This is an optimization exercise on Yosys and OpenROAD, whose aim is small area, a short achievable clock period and few clock cycles, not a production implementation. Where RTL was checked, it was by simulation tests only, not by an equivalence proof against the original. No activity file was given, so power comes from the tool's default toggle rates.

==> inputs of job 4710 <==
==> flow/design.v <==
`default_nettype none
package srt_pkg;
	parameter int APB_DATA_W = 32;	 
	parameter int EST_W = 5;	 
	typedef enum logic [2:0] {
		QD_ZERO = 3'b000,
		QD_POS1 = 3'b001,
		QD_POS2 = 3'b010,
		QD_NEG2 = 3'b110,
		QD_NEG1 = 3'b111
	} qdigit_e;
	typedef enum logic [7:0] {
		ADDR_DIVIDEND = 8'h00,
		ADDR_DIVISOR = 8'h04,	 
		ADDR_STATUS = 8'h08,
		ADDR_RESULT = 8'h0C	 
	} reg_addr_e;
endpackage
`default_nettype wire
`timescale 1ns/10ps
`default_nettype none
module srt_div_top (
	input logic clk,
	input logic arst_n,
	input logic psel,
	input logic penable,
	input logic pwrite,
	input logic [7:0] paddr,
	input logic [srt_pkg::APB_DATA_W-1:0] pwdata,
	output logic [srt_pkg::APB_DATA_W-1:0] prdata,
	output logic pready,
	output logic pslverr
);
	localparam logic [7:0] A_DVD = 8'h00;
	localparam logic [7:0] A_DVS = 8'h04;
	localparam logic [7:0] A_STS = 8'h08;
	localparam logic [7:0] A_RES = 8'h0C;
	logic [15:0] dividend;
	logic [31:0] slot [4];		 
	logic [3:0] sdbz;		 
	logic [2:0] n_out;		 
	logic [2:0] n_rdy;		 
	logic [1:0] n_pend;		 
	logic [1:0] wr_ptr;		 
	logic [1:0] rd_ptr;		 
	logic [1:0] u_ptr;		 
	logic wbf;			 
	logic busy;			 
	logic [2:0] cnt;		 
	logic [15:0] ur;		 
	logic [15:0] uq;		 
	logic [15:0] ud;		 
	logic pre_dbz;			 
	logic pre_skip;
	logic dvd_wr_q;			 
	logic div_wr_q;			 
	logic rd_res_q;			 
	assign pready = 1'b1;
	logic setup;
	logic launch;
	logic pop;
	logic [2:0] n_rdy_vis;		 
	assign setup = psel & ~penable;
	assign launch = div_wr_q & penable;
	assign pop = rd_res_q & penable;
	assign n_rdy_vis = n_rdy + {2'b0, wbf};
	always_ff @(posedge clk or negedge arst_n) begin
		if (!arst_n) begin
			dvd_wr_q <= 1'b0;
			div_wr_q <= 1'b0;
			rd_res_q <= 1'b0;
		end else begin
			dvd_wr_q <= setup & pwrite & (paddr == A_DVD);
			div_wr_q <= setup & pwrite & (paddr == A_DVS) & (n_out != 3'd4);
			rd_res_q <= setup & ~pwrite & (paddr == A_RES) & (n_rdy_vis != 3'd0);
		end
	end
	always_ff @(posedge clk) begin
		pslverr <= (pwrite & (paddr == A_DVS) & (n_out == 3'd4)) |
			(~pwrite & (paddr == A_RES) & (n_rdy_vis == 3'd0));
		case (paddr)
			A_DVD: prdata <= {16'b0, dividend};
			A_STS: prdata <= {24'b0, 1'b0, n_rdy_vis, 2'b0,
				sdbz[rd_ptr] & (n_rdy_vis != 3'd0), n_rdy_vis != 3'd0};
			A_RES: prdata <= (n_rdy_vis != 3'd0) ? slot[rd_ptr] : 32'b0;
			default: prdata <= 32'b0;
		endcase
	end
	always_ff @(posedge clk) begin
		if (dvd_wr_q & penable)
			dividend <= pwdata[15:0];
	end
	function automatic logic [16:0] step(input logic [15:0] r, input logic b,
			input logic [15:0] d);
		logic [16:0] x;
		logic [17:0] s;
		x = {r, b};
		s = {1'b0, x} - {2'b0, d};
		step = s[17] ? {x[15:0], 1'b0} : {s[15:0], 1'b1};
	endfunction
	logic [16:0] st1;
	logic [16:0] st2;
	logic [15:0] nr;		 
	logic [15:0] nq;
	assign st1 = step(ur, uq[15], ud);
	assign st2 = step(st1[16:1], uq[14], ud);
	assign nr = st2[16:1];
	assign nq = {uq[13:0], st1[0], st2[0]};
	logic last;			 
	logic fin;			 
	logic pend_bus;			 
	logic load_pend;		 
	logic load_new;			 
	logic pend_store;		 
	logic [1:0] nxt_ptr;
	logic [31:0] ops;		 
	logic [31:0] bus;
	logic [15:0] la;		 
	logic [15:0] lb;
	logic l_dbz;			 
	logic l_skip;			 
	logic [15:0] lr;		 
	logic [15:0] lq;
	logic [2:0] lcnt;
	assign last = busy & (cnt == 3'd0);
	assign pend_bus = (n_pend != 2'd0) | (busy & ~last);
	assign fin = last & ~(div_wr_q & (n_pend != 2'd0));
	assign load_pend = fin & (n_pend != 2'd0);
	assign load_new = div_wr_q & ~pend_bus;
	assign pend_store = launch & pend_bus;
	assign nxt_ptr = u_ptr + 2'd1;
	assign ops = slot[nxt_ptr];
	assign bus = (div_wr_q & pend_bus) ? {dividend, pwdata[15:0]} : {nr, nq};
	always_ff @(posedge clk) begin
		pre_dbz <= (pwdata[15:0] == 16'b0);
		pre_skip <= (dividend[15:8] < pwdata[15:0]);
	end
	assign la = load_pend ? ops[31:16] : dividend;
	assign lb = load_pend ? ops[15:0] : pwdata[15:0];
	assign l_dbz = load_pend ? (ops[15:0] == 16'b0) : pre_dbz;
	assign l_skip = load_pend ? (ops[31:24] < ops[15:0]) : pre_skip;
	always_comb begin
		if (l_dbz) begin
			lr = {2'b0, la[15:2]};
			lq = {la[1:0], 14'h3fff};
			lcnt = 3'd0;
		end else if (l_skip) begin
			lr = {8'b0, la[15:8]};
			lq = {la[7:0], 8'b0};
			lcnt = 3'd3;
		end else begin
			lr = 16'b0;
			lq = la;
			lcnt = 3'd7;
		end
	end
	always_ff @(posedge clk or negedge arst_n) begin
		if (!arst_n) begin
			busy <= 1'b0;
			cnt <= 3'd0;
			u_ptr <= 2'd3;
			wr_ptr <= 2'd0;
			rd_ptr <= 2'd0;
			n_out <= 3'd0;
			n_rdy <= 3'd0;
			n_pend <= 2'd0;
			wbf <= 1'b0;
		end else begin
			if (load_pend | (launch & ~pend_bus)) begin
				busy <= 1'b1;
				cnt <= lcnt;
				u_ptr <= nxt_ptr;
			end else if (fin) begin
				busy <= 1'b0;
			end else if (busy & ~last) begin
				cnt <= cnt - 3'd1;
			end
			if (launch)
				wr_ptr <= wr_ptr + 2'd1;
			if (pop)
				rd_ptr <= rd_ptr + 2'd1;
			n_out <= n_out + {2'b0, launch} - {2'b0, pop};
			n_rdy <= n_rdy + {2'b0, wbf} - {2'b0, pop};
			n_pend <= n_pend + {1'b0, pend_store} - {1'b0, load_pend};
			wbf <= fin;
		end
	end
	always_ff @(posedge clk) begin
		if (load_pend | load_new) begin
			ur <= lr;
			uq <= lq;
			ud <= lb;
		end else if (busy & ~last) begin
			ur <= nr;
			uq <= nq;
		end
		for (int i = 0; i < 4; i++) begin
			if ((div_wr_q & pend_bus & (wr_ptr == 2'(i))) | (fin & (u_ptr == 2'(i))))
				slot[i] <= bus;
			if (div_wr_q & (wr_ptr == 2'(i)))
				sdbz[i] <= pre_dbz;
		end
	end
endmodule
`default_nettype wire
==> flow/flow/run.sh <==
#!/bin/bash
set -euo pipefail
MARGIN=$(cat flow/margin.txt)
bash standard.sh synth > synth.log 2>&1
bash standard.sh SETUP_SLACK_MARGIN=$MARGIN finish > layout.log 2>&1
==> flow/flow/margin.txt <==
6.5
==> flow/standard.sh <==
#!/bin/bash
# synth_recipe.tcl (not shown) runs the flow's synth.tcl, then flattens the netlist and writes it again
# the make line also repeats each setting of config.mk as NAME=value (left out here)
make -C /OpenROAD-flow-scripts/flow DESIGN_CONFIG=/design/flow/config.mk WORK_HOME=/design/flow/orfs CLKGATE_MAP_FILE= SYNTH_SCRIPT=/design/flow/synth_recipe.tcl "${@:-finish}"
==> flow/config.mk <==
export PLATFORM = sky130hd
export DESIGN_NAME = srt_div_top
export DESIGN_NICKNAME = srt_div_top
export VERILOG_FILES = /design/flow/design.v
export SDC_FILE = /design/flow/constraint.sdc
export NUM_CORES = 4
export LEC_CHECK = 0
export CAP_MARGIN = 20
export CORE_MARGIN = 2
export CORE_UTILIZATION = 45
export PLACE_DENSITY = 0.6
export SLEW_MARGIN = 20
==> flow/constraint.sdc <==
create_clock -name core_clock -period 10.0 [get_ports {clk}]
set_input_delay 2.0000 -clock core_clock [delete_from_list [all_inputs] [get_ports {clk}]]
set_output_delay 2.0000 -clock core_clock [all_outputs]
set_load 0.01 [all_outputs]
==> job 6179: changes against job 4710 <==
--- a/flow/design.v
+++ b/flow/design.v
@@ -47,10 +47,11 @@
 	logic wbf;			 
 	logic busy;			 
-	logic [2:0] cnt;		 
+	logic [3:0] cnt;		 
 	logic [15:0] ur;		 
 	logic [15:0] uq;		 
 	logic [15:0] ud;		 
 	logic pre_dbz;			 
-	logic pre_skip;
+	logic [1:0] pre_skip;
+	logic [1:0] sskip [4];		 
 	logic dvd_wr_q;			 
 	logic div_wr_q;			 
@@ -91,20 +92,14 @@
 			dividend <= pwdata[15:0];
 	end
-	function automatic logic [16:0] step(input logic [15:0] r, input logic b,
-			input logic [15:0] d);
-		logic [16:0] x;
-		logic [17:0] s;
-		x = {r, b};
-		s = {1'b0, x} - {2'b0, d};
-		step = s[17] ? {x[15:0], 1'b0} : {s[15:0], 1'b1};
-	endfunction
-	logic [16:0] st1;
-	logic [16:0] st2;
+	logic [16:0] sx;
+	logic [17:0] sd;
+	logic sq;
 	logic [15:0] nr;		 
 	logic [15:0] nq;
-	assign st1 = step(ur, uq[15], ud);
-	assign st2 = step(st1[16:1], uq[14], ud);
-	assign nr = st2[16:1];
-	assign nq = {uq[13:0], st1[0], st2[0]};
+	assign sx = {ur, uq[15]};
+	assign sd = {1'b0, sx} - {2'b0, ud};
+	assign sq = ~sd[17];
+	assign nr = sq ? sd[15:0] : sx[15:0];
+	assign nq = {uq[14:0], sq};
 	logic last;			 
 	logic fin;			 
@@ -119,9 +114,10 @@
 	logic [15:0] lb;
 	logic l_dbz;			 
-	logic l_skip;			 
+	logic [1:0] l_skip;		 
 	logic [15:0] lr;		 
 	logic [15:0] lq;
-	logic [2:0] lcnt;
-	assign last = busy & (cnt == 3'd0);
+	logic [3:0] lcnt;
+	logic [1:0] skip_w;		 
+	assign last = busy & (cnt == 4'd0);
 	assign pend_bus = (n_pend != 2'd0) | (busy & ~last);
 	assign fin = last & ~(div_wr_q & (n_pend != 2'd0));
@@ -132,25 +128,50 @@
 	assign ops = slot[nxt_ptr];
 	assign bus = (div_wr_q & pend_bus) ? {dividend, pwdata[15:0]} : {nr, nq};
+	always_comb begin
+		if (dividend[15:4] < pwdata[15:0])
+			skip_w = 2'd3;
+		else if (dividend[15:8] < pwdata[15:0])
+			skip_w = 2'd2;
+		else if (dividend[15:12] < pwdata[15:0])
+			skip_w = 2'd1;
+		else
+			skip_w = 2'd0;
+	end
 	always_ff @(posedge clk) begin
 		pre_dbz <= (pwdata[15:0] == 16'b0);
-		pre_skip <= (dividend[15:8] < pwdata[15:0]);
+		pre_skip <= skip_w;
 	end
 	assign la = load_pend ? ops[31:16] : dividend;
 	assign lb = load_pend ? ops[15:0] : pwdata[15:0];
-	assign l_dbz = load_pend ? (ops[15:0] == 16'b0) : pre_dbz;
-	assign l_skip = load_pend ? (ops[31:24] < ops[15:0]) : pre_skip;
+	assign l_dbz = load_pend ? sdbz[nxt_ptr] : pre_dbz;
+	assign l_skip = load_pend ? sskip[nxt_ptr] : pre_skip;
 	always_comb begin
 		if (l_dbz) begin
-			lr = {2'b0, la[15:2]};
-			lq = {la[1:0], 14'h3fff};
-			lcnt = 3'd0;
-		end else if (l_skip) begin
-			lr = {8'b0, la[15:8]};
-			lq = {la[7:0], 8'b0};
-			lcnt = 3'd3;
+			lr = {1'b0, la[15:1]};
+			lq = {la[0], 15'h7fff};
+			lcnt = 4'd0;
 		end else begin
-			lr = 16'b0;
-			lq = la;
-			lcnt = 3'd7;
+			case (l_skip)
+				2'd3: begin
+					lr = {4'b0, la[15:4]};
+					lq = {la[3:0], 12'b0};
+					lcnt = 4'd3;
+				end
+				2'd2: begin
+					lr = {8'b0, la[15:8]};
+					lq = {la[7:0], 8'b0};
+					lcnt = 4'd7;
+				end
+				2'd1: begin
+					lr = {12'b0, la[15:12]};
+					lq = {la[11:0], 4'b0};
+					lcnt = 4'd11;
+				end
+				default: begin
+					lr = 16'b0;
+					lq = la;
+					lcnt = 4'd15;
+				end
+			endcase
 		end
 	end
@@ -158,5 +179,5 @@
 		if (!arst_n) begin
 			busy <= 1'b0;
-			cnt <= 3'd0;
+			cnt <= 4'd0;
 			u_ptr <= 2'd3;
 			wr_ptr <= 2'd0;
@@ -174,5 +195,5 @@
 				busy <= 1'b0;
 			end else if (busy & ~last) begin
-				cnt <= cnt - 3'd1;
+				cnt <= cnt - 4'd1;
 			end
 			if (launch)
@@ -198,6 +219,8 @@
 			if ((div_wr_q & pend_bus & (wr_ptr == 2'(i))) | (fin & (u_ptr == 2'(i))))
 				slot[i] <= bus;
-			if (div_wr_q & (wr_ptr == 2'(i)))
+			if (div_wr_q & (wr_ptr == 2'(i))) begin
 				sdbz[i] <= pre_dbz;
+				sskip[i] <= pre_skip;
+			end
 		end
 	end
==> flow/run.sh (new file) <==
#!/bin/bash
# synth_recipe.tcl (not shown) runs the flow's synth.tcl, then flattens the netlist and writes it again
# the make line also repeats each setting of config.mk as NAME=value (left out here)
make -C /OpenROAD-flow-scripts/flow DESIGN_CONFIG=/design/flow/config.mk WORK_HOME=/design/flow/orfs CLKGATE_MAP_FILE= SYNTH_SCRIPT=/design/flow/synth_recipe.tcl finish
removed: flow/flow/run.sh
removed: flow/flow/margin.txt
removed: flow/standard.sh
==> results.txt <==
- Of job 6179 and job 4710, job 4710 has the higher final area (gap about 12%, measured against job 4710).
- Of job 6179 and job 4710, job 4710 has the higher final cell count (gap about 9%, measured against job 4710).
- Against job 4710, the die area of job 6179 is lower by about 2.1%.
- In clock power, job 4710 and job 6179 hardly differ.
- Of job 6179 and job 4710, job 4710 has the higher critical path depth (gap 12).
- Between job 6179 and job 4710, the lower routed wire length is in job 6179 (gap 12%, measured against job 4710).
- Combinational power: job 4710 is higher than job 6179 (12%).
- Synthesized cell count: job 4710 is larger than job 6179 (6.6%).
- Against job 6179, the first-iteration DRC count of job 4710 is larger by about 14%.
- Worst setup slack: job 4710 is worse than job 6179 (1.1 ns).
Testbench counts of job 6179, summed over its fixed seeds: cycles 24,558.
Function not checked in job 4710: the RTL went through the layout flow alone.

-- what the ideal ports hide --
How much do the figures lean on ideal ports? The routed layouts below were timed once more, with nothing changed but the port constraints. Step 1 (the two cells are an assumption about what drives the block):
set clk [get_ports {clk}]
set_driving_cell -lib_cell sky130_fd_sc_hd__clkbuf_16 $clk
set_driving_cell -lib_cell sky130_fd_sc_hd__buf_2 [delete_from_list [all_inputs] $clk]
Step 2, shift: input delay + t, output delay - t, t = (earliest + latest rising clock arrival at the registers) / 2. This alone moves slack from input paths to output paths. Three values: ideal ports, drivers, drivers and shift; two values: the first two.
run	t, ns	setup WS [ns]	pins driven straight from the clock port
job 4710	0.603	5.216 / 5.216 / 5.216	1
job 6179	0.600	6.345 / 6.362 / 5.762	1
After both steps every run listed still meets setup and hold. For job 6179, which loses most, drivers alone change the setup slack by +0.017 ns; drivers and shift together by -0.583 ns.
